Background: an optimization exercise with open tools, aiming at small area, a short achievable clock period and few clock cycles. Do not read the settings as production practice.
Only simulation tests tie the RTL to the original design; equivalence was not proved.

### flow/design.v
module qkt_score_unit #(
  parameter int ADDR_W = 16,
  parameter int DATA_W = 32,
  parameter int MAX_D  = 64
) (
  input  logic              clk,
  input  logic              reset_n,
  input  logic              start,
  output logic              ready,
  output logic              err,
  input  logic [ADDR_W-1:0] q_base,
  input  logic [ADDR_W-1:0] k_base,
  input  logic [ADDR_W-1:0] s_base,
  input  logic [15:0]       num_rows,
  input  logic [15:0]       num_cols,
  output logic [ADDR_W-1:0] sram_read_address,
  input  logic [DATA_W-1:0] sram_read_data,
  output logic              sram_write_enable,
  output logic [ADDR_W-1:0] sram_write_address,
  output logic [DATA_W-1:0] sram_write_data
);
  localparam int CNT_W = $clog2(MAX_D + 1);
  localparam int IDX_W = (MAX_D > 1) ? $clog2(MAX_D) : 1;
  typedef enum logic [2:0] {
    S_IDLE, S_SKIP, S_LOAD_Q, S_MAC_K, S_WRITE_S, S_DONE
  } state_t;
  state_t            r_state, w_next;
  logic [ADDR_W-1:0] r_k_base, r_q_ptr, r_k_ptr, r_s_ptr;
  logic [15:0]       r_n, r_i, r_j;
  logic [CNT_W-1:0]  r_d, r_k;
  logic [IDX_W-1:0]  r_idx;
  logic [DATA_W-1:0] r_acc;
  logic              r_err;
  logic [DATA_W-1:0] r_qbuf [0:MAX_D-1];
  logic              w_accept, w_degen, w_too_wide, w_last_k, w_last_j, w_last_i;
  logic [DATA_W-1:0] w_prod;
  assign w_accept   = start && (r_state == S_IDLE);
  assign w_degen    = (num_rows == 16'd0) || (num_cols == 16'd0);
  assign w_too_wide = num_cols > 16'(MAX_D);
  assign w_last_k   = (r_k == r_d);
  assign w_last_j   = (r_j == r_n - 16'd1);
  assign w_last_i   = (r_i == r_n - 16'd1);
  assign w_prod     = r_qbuf[r_idx] * sram_read_data;
  assign ready              = (r_state == S_IDLE);
  assign err                = r_err;
  assign sram_read_address  = (r_state == S_MAC_K) ? r_k_ptr : r_q_ptr;
  assign sram_write_enable  = (r_state == S_WRITE_S);
  assign sram_write_address = r_s_ptr;
  assign sram_write_data    = r_acc;
  always_ff @(posedge clk or negedge reset_n) begin
    if (!reset_n) r_state <= S_IDLE;
    else          r_state <= w_next;
  end
  always_comb begin
    w_next = r_state;
    case (r_state)
      S_IDLE:    if (w_accept) w_next = (w_degen || w_too_wide) ? S_SKIP : S_LOAD_Q;
      S_SKIP:    w_next = S_DONE;
      S_LOAD_Q:  if (w_last_k) w_next = S_MAC_K;
      S_MAC_K:   if (w_last_k) w_next = S_WRITE_S;
      S_WRITE_S: begin
        if (!w_last_j)      w_next = S_MAC_K;
        else if (!w_last_i) w_next = S_LOAD_Q;
        else                w_next = S_DONE;
      end
      S_DONE:    w_next = S_IDLE;
      default:   w_next = S_IDLE;
    endcase
  end
  always_ff @(posedge clk or negedge reset_n) begin
    if (!reset_n) begin
      r_k_base <= '0;
      r_q_ptr  <= '0;
      r_k_ptr  <= '0;
      r_s_ptr  <= '0;
      r_n      <= '0;
      r_i      <= '0;
      r_j      <= '0;
      r_d      <= '0;
      r_k      <= '0;
      r_idx    <= '0;
      r_acc    <= '0;
      r_err    <= 1'b0;
    end else begin
      case (r_state)
        S_IDLE: if (w_accept) begin
          r_err    <= !w_degen && w_too_wide;
          r_n      <= num_rows;
          r_d      <= num_cols[CNT_W-1:0];
          r_k_base <= k_base;
          r_i      <= '0;
          r_j      <= '0;
          r_k      <= '0;
          r_idx    <= '0;
          if (!w_degen && !w_too_wide) begin
            r_q_ptr <= q_base;
            r_k_ptr <= k_base;
            r_s_ptr <= s_base;
          end
        end
        S_LOAD_Q: begin
          if (!w_last_k) r_q_ptr <= r_q_ptr + 1'b1;
          if (r_k != '0) r_idx <= r_idx + 1'b1;
          r_k <= w_last_k ? '0 : r_k + 1'b1;
          if (w_last_k) begin
            r_idx <= '0;
            r_acc <= '0;
          end
        end
        S_MAC_K: begin
          if (!w_last_k) r_k_ptr <= r_k_ptr + 1'b1;
          if (r_k != '0) begin
            r_acc <= r_acc + w_prod;
            r_idx <= r_idx + 1'b1;
          end
          r_k <= w_last_k ? '0 : r_k + 1'b1;
          if (w_last_k) r_idx <= '0;
        end
        S_WRITE_S: begin
          r_s_ptr <= r_s_ptr + 1'b1;
          if (!w_last_j) begin
            r_j   <= r_j + 16'd1;
            r_acc <= '0;
          end else if (!w_last_i) begin
            r_i     <= r_i + 16'd1;
            r_j     <= '0;
            r_k_ptr <= r_k_base;
          end
        end
        default: ;
      endcase
    end
  end
  always_ff @(posedge clk) begin
    if (r_state == S_LOAD_Q && r_k != '0) r_qbuf[r_idx] <= sram_read_data;
  end
endmodule
### flow/run.sh
#!/bin/bash
# synth_recipe.tcl (not shown) runs the flow's synth.tcl, then flattens the netlist and writes it again
# the make line also repeats each setting of config.mk as NAME=value (left out here)
make -C /OpenROAD-flow-scripts/flow DESIGN_CONFIG=/design/flow/config.mk WORK_HOME=/design/flow/orfs CLKGATE_MAP_FILE= SYNTH_SCRIPT=/design/flow/synth_recipe.tcl finish
### flow/config.mk
export PLATFORM = sky130hd
export DESIGN_NAME = qkt_score_unit
export DESIGN_NICKNAME = qkt_score_unit
export VERILOG_FILES = /design/flow/design.v
export SDC_FILE = /design/flow/constraint.sdc
export NUM_CORES = 4
export LEC_CHECK = 0
export CAP_MARGIN = 20
export CORE_MARGIN = 2
export CORE_UTILIZATION = 40
export SLEW_MARGIN = 20
### flow/constraint.sdc
create_clock -name core_clock -period 12.0 [get_ports {clk}]
set_input_delay 2.4000 -clock core_clock [delete_from_list [all_inputs] [get_ports {clk}]]
set_output_delay 2.4000 -clock core_clock [all_outputs]
set_load 0.01 [all_outputs]
==> summary.txt <==
Synthesis
  • Post-synth EDFFs: 2048
  • Syn_nets: 7842
  • Async SR Flop Fraction: 7.58%
  • Avg Cell Area, Syn: 14.6 sq um
  • Seq/Total Area, Yosys: 62.7%
  • Top cells by area, synth: edfxtp_1 59%, fa_1 8.4%, dfrtp_1 4.0%, mux4_2 2.7%, nand2_1 2.1%
  • Yosys cell types: 95
  • Cell area after synthesis: 105000 sq um
  • Synthesized flop and latch total: 2216
  • Largest area contributor in the netlist: edfxtp_1
  • Synth Flop Type: edfxtp_1
  • Top cell type's share of synthesized area: 58.7%
  • Ys Warns: 1
  • Mapped Cells: 7156

Clocking
  • Worst skew pair latency: 0.89 ns
  • CTS resizes: 0
  • Root buf cell: clkbuf_16
  • TritonCTS Buffers: 226
  • CTS H-tree depth: 4
  • Post-CTS setup buffers: 0
  • Clock Tree Buf Depth: 3
  • # clock sinks: 2216
  • TritonCTS clock tree: built
  • Register clock-pin slew on the reported worst setup and hold paths: 0.06 ns
  • Hold_buf cts: 0

Layout
  • Leading cell type in the layout, fill and taps excluded: edfxtp_1
  • Share of cells above drive strength 1: 14.4%
  • Final nets: 8142
  • Fillers: 22.6k
  • Commonest cells after routing, fill and taps aside: 2048 x edfxtp_1, 579 x nand2_1, 538 x inv_1
  • Layout area overhead: 14.0%

Floorplan
  • IO Pins: 182
  • Die height: 516 microns
  • Die outline width: 516 microns
  • DIE AREA: 266000 sq um
  • Core area: 260000 sq um
  • Initial Util: 40.3%
  • Num rows: 187

Route
  • DR iter-0 viols: 10.3k
  • Antenna-violating nets left: 0
  • Pre-Repair DR Iteration Count: 6
  • Vias: 67.6k
  • Per-cell routed wire length: 32.4 microns
  • Post-Route WL: 362000 microns
  • DR vias/cell: 6.05
  • DR DRC count: 0

Global route
  • First-pass GRT wire length: 507000 microns
  • Initial antenna violation count: 32
  • Tot GR Track Use: 26.9%
  • Vias in the first global route: 66.7k
  • Largest net degree at the start of global routing: 107
  • Grt ovf: 0

STA
  • Worst-Margin Slew: 1.32 ns
  • Unrepaired setup endpoints after global routing: false
  • Fin. max-slew vios: 0
  • Hold Violations, Final: 0
  • Slew Limit Headroom: 11.4%
  • Tmin final: 11.43 ns
  • Setup violations, final: 0
  • Worst Skew: 0.0977 ns
  • Setup TNS: 0 ns
  • F_max: 87.5 MHz
  • Tcrit/Tclk final: 95.2%

Placed design
  • Port Buffers: 181
  • RD Place Congestion: 0.951
  • Hpwl dp: 228000 microns

Worst setup path
  • Max FO, Critical Path: 35
  • Setup crit start kind: flop
  • CP peak stage delay: 0.96 ns
  • CP dominant cell by count: fa_1
  • CP endpoint kind: flop
  • Crit Path Category: reg -> reg
  • Critical path arrival: 12.15 ns
  • Data required, critical path: 12.72 ns
  • CP max stage cell: dfrtp_4

Status
  • Status: no timing/DRC/antenna violations

Run
  • Max cap viols: 0

Worst hold path
  • HP Class: reg -> reg
-- area by class of cell --
cell class	instances	area, sq um	area share [%]
inverter	542	2040	1.71
clock inverter	143	1380	1.16
timing repair buffer	516	4550	3.81
multi-input combinational	3954	35400	29.6
tap	3496	4370	3.66
clock buffer	279	5940	4.97
antenna	12	30.0	0.0251
sequential	2216	65700	55.0
-- worst max-delay path, delay by kind of cell (launching register included) --
family          cells  cell delay [ns]
buf+inv             9             1.50
xor+xnor            1             0.43
compound gates     10             2.19
simple gates        4             1.87
fa+ha+maj           9             4.28
flops               1             0.96
-- per-stage QoR --
stage	utilization, %	hold WS (ns)	area, sq um	worst slack (ns)	instances
6_report	45.9	0.479	119000	0.571	11200
5_1_grt	45.9	0.495	119000	0.437	11200
4_1_cts	45.9	0.477	119000	0.920	11100
3_5_place_dp	43.1	0.462	112000	0.920	10700
3_3_place_gp	43.1	0.459	112000	0.806	10700
2_1_floorplan	-	0.446	105000	2.26	7156
-- per-layer routing --
layer,up-vias,GRT usage [%],routed length (microns)
met4,20,12.8,20700
met3,865,7.37,45300
li1,27200,-,-
met2,4625,40.6,159000
met1,34800,35.8,136000
met5,-,0,127
-- cell usage after synthesis, drive strengths merged, types with 125 or more instances --
cell and n:
and2 199, edfxtp 2048, o21ai 209, nand2 582, mux2i 181, a22oi 212, mux4 125, a21oi 229
clkbuf 222, fa 438, a221oi 232, nor2 238, mux2 179, dfrtp 168, inv 541, buf 222
ha 133
-- kinds of logic after synthesis --
group / synth area share (%)
flops: 62.7
simple gates: 6.81
compound gates: 8.60
buf+inv: 4.14
fa+ha+maj: 9.96
mux: 6.34
xor+xnor: 1.44
-- path summary, 6_finish.rpt --
kind                                    startpoint                       to  slack (ns)  cells past startpoint
min in group asynchronous                  reset_n   r_s_ptr[8]$_DFFE_PN0P_        1.67                      1
hold reg to reg            r_k_base[1]$_DFFE_PN0P_  r_k_base[1]$_DFFE_PN0P_        0.48                      2
setup reg to reg              r_idx[2]$_DFFE_PN0P_    r_acc[31]$_DFFE_PN0P_        0.57                     33
hold / removal             r_k_base[1]$_DFFE_PN0P_  r_k_base[1]$_DFFE_PN0P_        0.48                      2
setup / recovery              r_idx[2]$_DFFE_PN0P_    r_acc[31]$_DFFE_PN0P_        0.57                     33
max in group asynchronous                  reset_n    r_acc[18]$_DFFE_PN0P_        8.80                      2
-- registers in the layout, indices dropped and copies added (netlist names) --
signal    count
r_acc        32
r_d           7
r_err         1
r_i          16
r_idx         6
r_j          16
r_k           7
r_k_base     16
r_k_ptr      16
r_n          16
r_q_ptr      16
r_qbuf     2048
r_s_ptr      16
r_state       3
Testbench counts, summed over its fixed seeds: cycles 309,566.

-- static timing again, ports no longer ideal --
In the flow no input, the clock included, has a driving cell. The finished layout below was timed again as built, in two steps.
Step 1 assumes that a clkbuf_16 drives the clock port and a buf_2 every other input.
Step 2 times the ports against the registers' clock, not the clock port: input delays grow and output delays shrink by t, the midpoint of the rising clock arrivals with the driver on.
Three values: ideal ports, drivers, drivers and shift; two values: the first two.
shift t [ns]: 0.956
setup WS [ns]: 0.571 / 0.571 / 0.571
cell pins on the clock port's net: 1
After both steps setup and hold are still met in this run. The setup slack of this run moves by 0.000 ns with the drivers and by 0.000 ns with both steps.
